Background: an optimization exercise with open tools, aiming at small area and few clock cycles per item. Do not read the settings as production practice. Only simulation tests tie the RTL to the original design; equivalence was not proved.

==> v38 <==
## sine_oscillator_sample_generator
module sine_oscillator_sample_generator #(
    parameter int unsigned PHASE_BITS      = sosg_pkg::PHASE_BITS_DEF,
    parameter int unsigned TABLE_ADDR_BITS = sosg_pkg::TABLE_ADDR_BITS_DEF,
    parameter int unsigned SAMPLE_BITS     = sosg_pkg::SAMPLE_BITS_DEF
) (
    input  logic                                clk,
    input  logic                                rst_n,
    input  logic                                s_tvalid,
    output logic                                s_tready,
    input  logic [sosg_pkg::IN_DATA_BITS-1:0]   s_tdata,   
    input  logic                                s_tlast,
    output logic                                m_tvalid,
    input  logic                                m_tready,
    output logic [((SAMPLE_BITS+7)/8)*8-1:0]    m_tdata,   
    output logic                                m_tlast,
    input  logic                                psel,
    input  logic                                penable,
    input  logic                                pwrite,
    input  logic [sosg_pkg::APB_ADDR_BITS-1:0]  paddr,
    input  logic [sosg_pkg::APB_DATA_BITS-1:0]  pwdata,
    output logic [sosg_pkg::APB_DATA_BITS-1:0]  prdata,
    output logic                                pready
);
==> module sine_oscillator_sample_generator, before the edit <==
module sine_oscillator_sample_generator #(
    parameter int unsigned PHASE_BITS      = sosg_pkg::PHASE_BITS_DEF,
    parameter int unsigned TABLE_ADDR_BITS = sosg_pkg::TABLE_ADDR_BITS_DEF,
    parameter int unsigned SAMPLE_BITS     = sosg_pkg::SAMPLE_BITS_DEF
) (
    input  logic                                clk,
    input  logic                                rst_n,
    input  logic                                s_tvalid,
    output logic                                s_tready,
    input  logic [sosg_pkg::IN_DATA_BITS-1:0]   s_tdata,   
    input  logic                                s_tlast,
    output logic                                m_tvalid,
    input  logic                                m_tready,
    output logic [((SAMPLE_BITS+7)/8)*8-1:0]    m_tdata,   
    output logic                                m_tlast,
    input  logic                                psel,
    input  logic                                penable,
    input  logic                                pwrite,
    input  logic [sosg_pkg::APB_ADDR_BITS-1:0]  paddr,
    input  logic [sosg_pkg::APB_DATA_BITS-1:0]  pwdata,
    output logic [sosg_pkg::APB_DATA_BITS-1:0]  prdata,
    output logic                                pready
);
    logic [14:0] amplitude_reg;
    logic [31:0] phase_step_reg;
    logic        wr_en;
    logic        adv;
    logic        acc;
    logic        restart;
    logic [31:0] phase_reg;
    logic [31:0] phase_sum;
    logic [11:0] phase_top;
    logic [10:0] rom_addr;
    logic [9:0]  lower_set;
    logic [14:0] flip;
    logic [15:0] ent;
    logic [15:0] ent_reg;
    logic        neg1_reg;
    logic        last1_reg;
    logic        v1_reg;
    logic [14:0] prod;
    logic [14:0] mag;
    logic [14:0] mag_reg;
    logic        neg2_reg;
    logic        last2_reg;
    logic        v2_reg;
    assign pready = 1'b1;
    assign wr_en  = psel && penable && pwrite;
    always_ff @(posedge clk or negedge rst_n)
    begin
        if (!rst_n)
        begin
            amplitude_reg  <= sosg_pkg::AMP_RESET;
            phase_step_reg <= sosg_pkg::STEP_RESET;
        end
        else if (wr_en)
        begin
            if (paddr[2])
                phase_step_reg <= pwdata;
            else
                amplitude_reg  <= pwdata[14:0];
        end
    end
    assign prdata = paddr[2] ? phase_step_reg : {17'd0, amplitude_reg};
    assign adv      = !v2_reg || m_tready;
    assign s_tready = adv;
    assign acc      = s_tvalid && adv;
    assign restart  = s_tdata[0];
    sosg_add32 u_add (
        .a (phase_reg),
        .b (phase_step_reg),
        .s (phase_sum)
    );
    always_ff @(posedge clk or negedge rst_n)
    begin
        if (!rst_n)
            phase_reg <= '0;
        else if (acc)
            phase_reg <= restart ? phase_step_reg : phase_sum;
    end
    assign phase_top = phase_reg[31:20];
    assign lower_set[0] = 1'b0;
    genvar gi;
    generate
        for (gi = 1; gi < 10; gi++)
        begin : g_neg
            assign lower_set[gi] = lower_set[gi-1] | phase_top[gi-1];
        end
    endgenerate
    assign rom_addr = {phase_top[10] & !(lower_set[9] | phase_top[9]),
                       phase_top[9:0] ^ ({10{phase_top[10]}} & lower_set)};
    sosg_qrom u_qrom (
        .addr (rom_addr),
        .data (ent)
    );
    always_ff @(posedge clk or negedge rst_n)
    begin
        if (!rst_n)
        begin
            v1_reg <= 1'b0;
            v2_reg <= 1'b0;
        end
        else if (adv)
        begin
            v1_reg <= s_tvalid;
            v2_reg <= v1_reg;
        end
    end
    always_ff @(posedge clk)
    begin
        if (adv)
        begin
            ent_reg   <= restart ? 16'd0 : ent;
            neg1_reg  <= phase_top[11];
            last1_reg <= s_tlast;
            mag_reg   <= mag;
            neg2_reg  <= neg1_reg;
            last2_reg <= last1_reg;
        end
    end
    sosg_mul u_mul (
        .a (amplitude_reg),
        .b (ent_reg[14:0]),
        .p (prod)
    );
    assign mag = prod | (amplitude_reg & {15{ent_reg[15]}});
    assign m_tvalid = v2_reg;
    assign flip[0] = 1'b0;
    generate
        for (gi = 1; gi < 15; gi++)
        begin : g_flip
            assign flip[gi] = flip[gi-1] | (neg2_reg & mag_reg[gi-1]);
        end
    endgenerate
    assign m_tdata  = {flip[14] | (neg2_reg & mag_reg[14]), mag_reg ^ flip};
    assign m_tlast  = last2_reg;
endmodule
==> flow/config.mk <==
export PLATFORM = sky130hd
export DESIGN_NAME = sine_oscillator_sample_generator
export DESIGN_NICKNAME = sine_oscillator_sample_generator
export VERILOG_FILES = /design/flow/design.v
export SDC_FILE = /design/flow/constraint.sdc
export NUM_CORES = 4
export LEC_CHECK = 0
export ABC_AREA = 1
export CAP_MARGIN = 20
export CORE_MARGIN = 2
export CORE_UTILIZATION = 40
export CTS_BUF_LIST = sky130_fd_sc_hd__clkbuf_4 sky130_fd_sc_hd__clkbuf_8
export GPL_TIMING_DRIVEN = 0
export SETUP_SLACK_MARGIN = 0.2
export SLEW_MARGIN = 20
export SYNTH_HIERARCHICAL = 1
export SYNTH_MEMORY_MAX_BITS = 65536
export SYNTH_MINIMUM_KEEP_SIZE = 0
==> flow/constraint.sdc <==
create_clock -name core_clock -period 7.5 [get_ports {clk}]
set_input_delay 1.5000 -clock core_clock [delete_from_list [all_inputs] [get_ports {clk}]]
set_output_delay 1.5000 -clock core_clock [all_outputs]
set_load 0.01 [all_outputs]
standard.sh (not shown) runs the stock make flow with config.mk's settings and CLKGATE_MAP_FILE= SYNTH_SCRIPT=/design/flow/synth_recipe.tcl, a recipe that flattens the netlist after the stock synthesis.
==> flow/flow/run.sh <==
#!/bin/bash
set -euo pipefail
export BUFFER_PORTS_ARGS="-buffer_cell sky130_fd_sc_hd__buf_1"
export CTS_ARGS="-sink_clustering_enable -repair_clock_nets -buf_list {sky130_fd_sc_hd__clkbuf_4 sky130_fd_sc_hd__clkbuf_8} -sink_clustering_size 30 -sink_clustering_max_diameter 80 -dont_use_dummy_load"
bash standard.sh > standard.log 2>&1
==> v7: changes against v38 <==
==> flow/flow/run.sh (replaced) <==
#!/bin/bash
set -euo pipefail
export REMOVE_ABC_BUFFERS=1
export BUFFER_PORTS_ARGS="-buffer_cell sky130_fd_sc_hd__buf_1"
export CTS_ARGS="-sink_clustering_enable -repair_clock_nets -buf_list {sky130_fd_sc_hd__clkbuf_4 sky130_fd_sc_hd__clkbuf_8} -sink_clustering_size 30 -sink_clustering_max_diameter 80 -dont_use_dummy_load"
bash standard.sh > standard.log 2>&1
==> v27: changes against v38 <==
--- a/flow/design.v
+++ b/flow/design.v
@@ -1242,8 +1242,6 @@
     logic [31:0] phase_sum;
     logic [11:0] phase_top;
     logic [10:0] rom_addr;
-    logic [9:0]  lower_set;
-    logic [14:0] flip;
     logic [15:0] ent;
     logic [15:0] ent_reg;
     logic        neg1_reg;
@@ -1290,16 +1288,7 @@
             phase_reg <= restart ? phase_step_reg : phase_sum;
     end
     assign phase_top = phase_reg[31:20];
-    assign lower_set[0] = 1'b0;
-    genvar gi;
-    generate
-        for (gi = 1; gi < 10; gi++)
-        begin : g_neg
-            assign lower_set[gi] = lower_set[gi-1] | phase_top[gi-1];
-        end
-    endgenerate
-    assign rom_addr = {phase_top[10] & !(lower_set[9] | phase_top[9]),
-                       phase_top[9:0] ^ ({10{phase_top[10]}} & lower_set)};
+    assign rom_addr = phase_top[10] ? (11'd1024 - {1'b0, phase_top[9:0]}) : {1'b0, phase_top[9:0]};
     sosg_qrom u_qrom (
         .addr (rom_addr),
         .data (ent)
@@ -1336,13 +1325,6 @@
     );
     assign mag = prod | (amplitude_reg & {15{ent_reg[15]}});
     assign m_tvalid = v2_reg;
-    assign flip[0] = 1'b0;
-    generate
-        for (gi = 1; gi < 15; gi++)
-        begin : g_flip
-            assign flip[gi] = flip[gi-1] | (neg2_reg & mag_reg[gi-1]);
-        end
-    endgenerate
-    assign m_tdata  = {flip[14] | (neg2_reg & mag_reg[14]), mag_reg ^ flip};
+    assign m_tdata  = neg2_reg ? (16'd0 - {1'b0, mag_reg}) : {1'b0, mag_reg};
     assign m_tlast  = last2_reg;
 endmodule
==> flow/flow/run.sh (replaced) <==
#!/bin/bash
set -euo pipefail
export REMOVE_ABC_BUFFERS=1
export BUFFER_PORTS_ARGS="-buffer_cell sky130_fd_sc_hd__buf_1"
export CTS_ARGS="-sink_clustering_enable -repair_clock_nets -buf_list {sky130_fd_sc_hd__clkbuf_4 sky130_fd_sc_hd__clkbuf_8} -sink_clustering_size 30 -sink_clustering_max_diameter 80 -dont_use_dummy_load"
bash standard.sh > standard.log 2>&1
==> v8: changes against v38 <==
--- a/flow/design.v
+++ b/flow/design.v
@@ -1243,7 +1243,6 @@
     logic [11:0] phase_top;
     logic [10:0] rom_addr;
     logic [9:0]  lower_set;
-    logic [14:0] flip;
     logic [15:0] ent;
     logic [15:0] ent_reg;
     logic        neg1_reg;
@@ -1336,13 +1335,6 @@
     );
     assign mag = prod | (amplitude_reg & {15{ent_reg[15]}});
     assign m_tvalid = v2_reg;
-    assign flip[0] = 1'b0;
-    generate
-        for (gi = 1; gi < 15; gi++)
-        begin : g_flip
-            assign flip[gi] = flip[gi-1] | (neg2_reg & mag_reg[gi-1]);
-        end
-    endgenerate
-    assign m_tdata  = {flip[14] | (neg2_reg & mag_reg[14]), mag_reg ^ flip};
+    assign m_tdata  = neg2_reg ? (16'd0 - {1'b0, mag_reg}) : {1'b0, mag_reg};
     assign m_tlast  = last2_reg;
 endmodule
- SETUP_SLACK_MARGIN: 0.2 -> unset
==> comparison <==
In v7 the maximum frequency is larger than in v8, by 1.5%.
Sequential share of layout area, lowest first: v8, v38, v7, v27.
Via count, highest first: v8, v38, v27, v7.
Non-clock buffer count: v38 > v8 > v7 > v27.
Utilization: v38 > v7 > v8 > v27.
Against v27, the register-to-register slack of v8 is worse by 110 ps.
Against v27, the hold slack of v38 is worse by 19 ps.
Testbench counts of v38, summed over its fixed seeds: cycles 19,264, items 19,200.
Testbench counts of v7, summed over its fixed seeds: cycles 19,264, items 19,200.
Testbench counts of v27, summed over its fixed seeds: cycles 19,264, items 19,200.
Testbench counts of v8, summed over its fixed seeds: cycles 19,264, items 19,200.

==> separate check: timing with driven ports <==
No port has a modelled driver above. Below, the same layouts with a new extraction and two added sets of constraints. Step 1 sets driving cells, clkbuf_16 on the clock port and buf_2 on the other inputs (assumed; they add their load-dependent delay and slew). Step 2 adds t to the input delays and takes it off the output delays; t is the mean of the earliest and latest rising clock arrival at the registers after step 1. Input paths then give back, and output paths get back, about the clock's delay inside the block. Three values: ideal ports, drivers, drivers and shift; two values: the first two.
| run | t, ns | slack for setup (ns) | latest minus earliest clock arrival (ns) | slew at the worst register clock pin (ns) | cell pins on the clock port's net |
|---|---|---|---|---|---|
| v38 | 0.520 | 0.459 / 0.459 / 0.459 | 0.044 / 0.044 | 0.09 / 0.09 | 1 |
| v7 | 0.502 | 0.536 / 0.536 / 0.536 | 0.035 / 0.036 | 0.09 / 0.09 | 1 |
| v27 | 0.495 | 0.542 / 0.542 / 0.542 | 0.038 / 0.038 | 0.09 / 0.09 | 1 |
| v8 | 0.492 | 0.429 / 0.429 / 0.429 | 0.047 / 0.047 | 0.09 / 0.09 | 1 |
After both steps setup and hold are still met in every run listed.
